What follows belongs to an exercise in optimizing a design on an open flow for a short achievable clock period and few clock cycles; a production flow would make more cautious choices. The RTL was checked by simulation tests, not by an equivalence proof against the original design.

==> amber: inputs <==
## icache_ctrl
module icache_ctrl #(
  parameter int RAM_AW = 10,
  parameter int DATA_W = 32,
  parameter int CPU_AW = 18
) (
  input  logic              clk,
  input  logic              rst_n,
  input  logic              cpu_req,
  input  logic [CPU_AW-1:0] cpu_addr,
  output logic              cpu_ready,
  output logic              cpu_rvalid,
  output logic [DATA_W-1:0] cpu_rdata,
  input  logic              inv,
  output logic              ram_wr_en,
  output logic [RAM_AW-1:0] ram_wr_addr,
  output logic [DATA_W-1:0] ram_wr_data,
  output logic [RAM_AW-1:0] ram_rd_addr,
  input  logic [DATA_W-1:0] ram_rd_data,
  output logic              mem_req,
  output logic [CPU_AW-1:0] mem_addr,
  input  logic              mem_gnt,
  input  logic              mem_rvalid,
  input  logic [DATA_W-1:0] mem_rdata,
  output logic [15:0]       stat_hit_cnt,
  output logic [15:0]       stat_miss_cnt
);
==> flow/config.mk <==
export PLATFORM = sky130hd
export DESIGN_NAME = icache_ctrl
export DESIGN_NICKNAME = icache_ctrl
export VERILOG_FILES = /design/flow/design.v
export SDC_FILE = /design/flow/constraint.sdc
export NUM_CORES = 4
export LEC_CHECK = 0
export ABC_CLOCK_PERIOD_IN_PS = 3000
export CAP_MARGIN = 20
export CORE_MARGIN = 2
export CORE_UTILIZATION = 40
export PLACE_DENSITY = 0.5
export SETUP_SLACK_MARGIN = 4.8
export SLEW_MARGIN = 20
==> flow/constraint.sdc <==
create_clock -name core_clock -period 8.0 [get_ports {clk}]
set_input_delay 1.6000 -clock core_clock [delete_from_list [all_inputs] [get_ports {clk}]]
set_output_delay 1.6000 -clock core_clock [all_outputs]
set_load 0.01 [all_outputs]
run.sh (not shown) runs the stock make flow with config.mk's settings and CLKGATE_MAP_FILE= SYNTH_SCRIPT=/design/flow/synth_recipe.tcl, a recipe that flattens the netlist after the stock synthesis.
==> inputs of delta, as changes to amber <==
--- a/flow/design.v
+++ b/flow/design.v
@@ -39,13 +39,12 @@
   logic [NUM_LINES-1:0] valid_q;
   logic [TAG_W-1:0]     tag_mem [NUM_LINES];
   logic                 ready_q;
   logic [RQW:0]         occ_q;           
   logic [RQW-1:0]       rq_tail_q, rq_head_q, rq_wp_q;    
   logic [RQ-1:0]        head_oh;                         
-  logic [RQ-1:0]        head_d_oh;                       
   logic                 s1_v;
   logic [CPU_AW-1:0]    s1_addr;
   logic [RQW-1:0]       s1_slot;
   logic [NLO-1:0]       s1_lo_oh;          
   logic                 s2_v;
   logic [CPU_AW-1:0]    s2_addr;
@@ -160,32 +159,31 @@
   assign s2_bv = s2_hit && dep_cur && (beat_q == s2_word);
   logic [FQW-1:0] s2_ws;
   assign s2_ws = s2_miss ? f_tail_q : dep_slot;
   logic [RQ-1:0] cap_vec, s3w_vec, bv_n;
   logic              s3_cap, s3_dv, s3_wt, s3_bvn;
   logic [DATA_W-1:0] s3_dd;
-  assign s3_cap = s3_bv;
+  assign s3_cap = s3_bv && wr_en_q;
   assign s3_dv  = s3_have || s3_cap;
   assign s3_wt  = !s3_dv;
   assign s3_dd  = s3_cap ? wr_data_q : s3_d;
-  assign s3_bvn = s3_wt && act_q && (s3_ws == f_head_q) && (s3_word == beat_q) && mem_rvalid;
+  assign s3_bvn = s3_wt && act_q && (s3_ws == f_head_q) && (s3_word == beat_q);
   always_comb begin
     for (int i = 0; i < RQ; i++) begin
-      cap_vec[i] = bv_q[i];
+      cap_vec[i] = bv_q[i] && wr_en_q;
       s3w_vec[i] = s3_v && s3_slot_oh[i];
       bv_n[i]    = s3w_vec[i] ? s3_bvn
-                 : (e_wt[i] && !cap_vec[i] && act_q && (e_ws[i] == f_head_q) && (e_ww[i] == beat_q)
-                    && mem_rvalid);
+                 : (e_wt[i] && !cap_vec[i] && act_q && (e_ws[i] == f_head_q) && (e_ww[i] == beat_q));
     end
   end
   logic [DATA_W-1:0] h_d;
   logic [RQ-1:0] d_col [DATA_W];
   always_comb begin
     for (int b = 0; b < DATA_W; b++) begin
       for (int i = 0; i < RQ; i++) d_col[b][i] = e_d[i][b];
-      h_d[b] = |(head_d_oh & d_col[b]);
+      h_d[b] = |(head_oh & d_col[b]);
     end
   end
   logic h_v, cap_head, beat_head, resp;
   assign h_v       = (rq_head_q != rq_wp_q);
   assign cap_head  = h_wt_q && wr_en_q && (wr_slot_q == h_ws_q) && (wr_addr_q[1:0] == h_ww_q);
   assign beat_head = h_wt_q && act_q && (f_head_q == h_ws_q) && (beat_q == h_ww_q);
@@ -208,14 +206,14 @@
     for (int b = 0; b < FQW; b++)
       for (int i = 0; i < RQ; i++) ws_col[b][i] = e_ws[i][b];
     for (int b = 0; b < 2; b++)
       for (int i = 0; i < RQ; i++) ww_col[b][i] = e_ww[i][b];
   end
   logic cap0, cap1;
-  assign cap0   = |(head_oh & bv_q);
-  assign cap1   = |(hp1_oh & bv_q);
+  assign cap0   = wr_en_q && |(head_oh & bv_q);
+  assign cap1   = wr_en_q && |(hp1_oh & bv_q);
   assign hq_dv0 = |(head_oh & e_dv) || cap0;
   assign hq_wt0 = |(head_oh & e_wt) && !cap0;
   assign hq_dv1 = |(hp1_oh & e_dv) || cap1;
   assign hq_wt1 = |(hp1_oh & e_wt) && !cap1;
   always_comb begin
     for (int b = 0; b < FQW; b++) begin
@@ -416,14 +414,13 @@
           e_ww[i] <= s3_word;
         end
     end
     s3_slot    <= s2_slot;
     s3_slot_oh <= s2_slot_oh;
     s3_have    <= s2_have;
-    s3_bv      <= s2_bv && mem_rvalid;
-    head_d_oh  <= head_n_oh;
+    s3_bv      <= s2_bv;
     s3_ws      <= s2_ws;
     s3_word    <= s2_word;
     s3_d       <= s2_d;
     inv_clr    <= iv[2];
     if (alloc) f_line[f_tail_q] <= s2_addr[CPU_AW-1:2];
     req_line_q <= (act_q && last_beat) ? fl_h1 : fl_h0;
- CORE_UTILIZATION: 40 -> 45
- MIN_ROUTING_LAYER: not set -> met2
- PLACE_DENSITY: 0.5 -> 0.55
==> inputs of cedar, as changes to amber <==
--- a/flow/design.v
+++ b/flow/design.v
@@ -39,13 +39,12 @@
   logic [NUM_LINES-1:0] valid_q;
   logic [TAG_W-1:0]     tag_mem [NUM_LINES];
   logic                 ready_q;
   logic [RQW:0]         occ_q;           
   logic [RQW-1:0]       rq_tail_q, rq_head_q, rq_wp_q;    
   logic [RQ-1:0]        head_oh;                         
-  logic [RQ-1:0]        head_d_oh;                       
   logic                 s1_v;
   logic [CPU_AW-1:0]    s1_addr;
   logic [RQW-1:0]       s1_slot;
   logic [NLO-1:0]       s1_lo_oh;          
   logic                 s2_v;
   logic [CPU_AW-1:0]    s2_addr;
@@ -160,32 +159,31 @@
   assign s2_bv = s2_hit && dep_cur && (beat_q == s2_word);
   logic [FQW-1:0] s2_ws;
   assign s2_ws = s2_miss ? f_tail_q : dep_slot;
   logic [RQ-1:0] cap_vec, s3w_vec, bv_n;
   logic              s3_cap, s3_dv, s3_wt, s3_bvn;
   logic [DATA_W-1:0] s3_dd;
-  assign s3_cap = s3_bv;
+  assign s3_cap = s3_bv && wr_en_q;
   assign s3_dv  = s3_have || s3_cap;
   assign s3_wt  = !s3_dv;
   assign s3_dd  = s3_cap ? wr_data_q : s3_d;
-  assign s3_bvn = s3_wt && act_q && (s3_ws == f_head_q) && (s3_word == beat_q) && mem_rvalid;
+  assign s3_bvn = s3_wt && act_q && (s3_ws == f_head_q) && (s3_word == beat_q);
   always_comb begin
     for (int i = 0; i < RQ; i++) begin
-      cap_vec[i] = bv_q[i];
+      cap_vec[i] = bv_q[i] && wr_en_q;
       s3w_vec[i] = s3_v && s3_slot_oh[i];
       bv_n[i]    = s3w_vec[i] ? s3_bvn
-                 : (e_wt[i] && !cap_vec[i] && act_q && (e_ws[i] == f_head_q) && (e_ww[i] == beat_q)
-                    && mem_rvalid);
+                 : (e_wt[i] && !cap_vec[i] && act_q && (e_ws[i] == f_head_q) && (e_ww[i] == beat_q));
     end
   end
   logic [DATA_W-1:0] h_d;
   logic [RQ-1:0] d_col [DATA_W];
   always_comb begin
     for (int b = 0; b < DATA_W; b++) begin
       for (int i = 0; i < RQ; i++) d_col[b][i] = e_d[i][b];
-      h_d[b] = |(head_d_oh & d_col[b]);
+      h_d[b] = |(head_oh & d_col[b]);
     end
   end
   logic h_v, cap_head, beat_head, resp;
   assign h_v       = (rq_head_q != rq_wp_q);
   assign cap_head  = h_wt_q && wr_en_q && (wr_slot_q == h_ws_q) && (wr_addr_q[1:0] == h_ww_q);
   assign beat_head = h_wt_q && act_q && (f_head_q == h_ws_q) && (beat_q == h_ww_q);
@@ -208,14 +206,14 @@
     for (int b = 0; b < FQW; b++)
       for (int i = 0; i < RQ; i++) ws_col[b][i] = e_ws[i][b];
     for (int b = 0; b < 2; b++)
       for (int i = 0; i < RQ; i++) ww_col[b][i] = e_ww[i][b];
   end
   logic cap0, cap1;
-  assign cap0   = |(head_oh & bv_q);
-  assign cap1   = |(hp1_oh & bv_q);
+  assign cap0   = wr_en_q && |(head_oh & bv_q);
+  assign cap1   = wr_en_q && |(hp1_oh & bv_q);
   assign hq_dv0 = |(head_oh & e_dv) || cap0;
   assign hq_wt0 = |(head_oh & e_wt) && !cap0;
   assign hq_dv1 = |(hp1_oh & e_dv) || cap1;
   assign hq_wt1 = |(hp1_oh & e_wt) && !cap1;
   always_comb begin
     for (int b = 0; b < FQW; b++) begin
@@ -416,14 +414,13 @@
           e_ww[i] <= s3_word;
         end
     end
     s3_slot    <= s2_slot;
     s3_slot_oh <= s2_slot_oh;
     s3_have    <= s2_have;
-    s3_bv      <= s2_bv && mem_rvalid;
-    head_d_oh  <= head_n_oh;
+    s3_bv      <= s2_bv;
     s3_ws      <= s2_ws;
     s3_word    <= s2_word;
     s3_d       <= s2_d;
     inv_clr    <= iv[2];
     if (alloc) f_line[f_tail_q] <= s2_addr[CPU_AW-1:2];
     req_line_q <= (act_q && last_beat) ? fl_h1 : fl_h0;
==> results.toml <==
[run_status]
outcome = "complete, no violations"

[sta]
setup_tns_ps = 0

[placed_design]
gp_congestion = 1.06

[floorplan]
core_area_mm2 = 0.620

[final_layout]
largestClassByArea = "registers"
n_all_inverters = 110

[power]
powerDensity_mw_per_mm2 = 259

[critical_path]
crit_top_cell = "buf_4"
max_stage_delay_ps = 810

[route]
finalWirelength_um = 1270000
the above is filed under amber

==> results.toml <==
[run_status]
outcome = "stopped before the end"
firstError = "[ERROR GRT-0116] Global routing finished with congestion. Check the congestion regions in the DRC Viewer."
lastStage = "global routing (5_1_grt)"

[yosys]
yosys-top-cells-count = "edfxtp_1 (2728), dfxtp_1 (2556), nand2_1 (2410)"
synth_largest_area_cell = "edfxtp_1"
synth_top_flop_cell = "edfxtp_1"

[placed_design]
gp_congestion = 1.13
the above is filed under delta

==> results.toml <==
[placed_design]
gp_congestion = 1.05

[power]
powerDensity_mw_per_mm2 = 258

[final_layout]
largestClassByArea = "registers"
regArea_mm2 = 0.151
n_all_inverters = 103

[cts]
ctsHtreeMaxLevel = 6

[critical_path]
max_stage_delay_ps = 850

[sta]
setup_tns_ps = 0

[route]
finalWirelength_um = 1290000
first_pass_iters = 8

[run_status]
outcome = "complete, no violations"

[floorplan]
core_area_mm2 = 0.618
the above is filed under cedar

Testbench counts of amber, summed over its fixed seeds: cycles 24,679.
Testbench counts of delta, summed over its fixed seeds: cycles 24,679.
Testbench counts of cedar, summed over its fixed seeds: cycles 24,679.

-- re-timing with driven ports --
In the flow no input, the clock included, has a driving cell. The finished layouts below were timed again as built, in two steps. Step 1, drivers: a clkbuf_16 drives clk and a buf_2 each remaining input, both assumed. Step 2, shift: input delay + t, output delay - t, t = (earliest + latest rising clock arrival at the registers) / 2. This alone moves slack from input paths to output paths. Slacks: ideal ports / drivers / drivers and shift; pairs: ideal ports / drivers.
| run | t (ns) | setup slack, ns | latest minus earliest clock arrival (ns) | worst register clock-pin slew, ns | worst data-port slew with drivers (ns) |
|---|---|---|---|---|---|
| amber | 1.271 | 4.646 / 4.575 / 3.719 | 0.081 / 0.082 | 0.07 / 0.07 | 0.07 |
| cedar | 1.280 | 4.507 / 4.507 / 4.073 | 0.061 / 0.061 | 0.07 / 0.07 | 0.30 |
After both steps every run listed still meets setup and hold. For amber, which loses most, drivers alone change the setup slack by -0.071 ns; drivers and shift together by -0.927 ns.
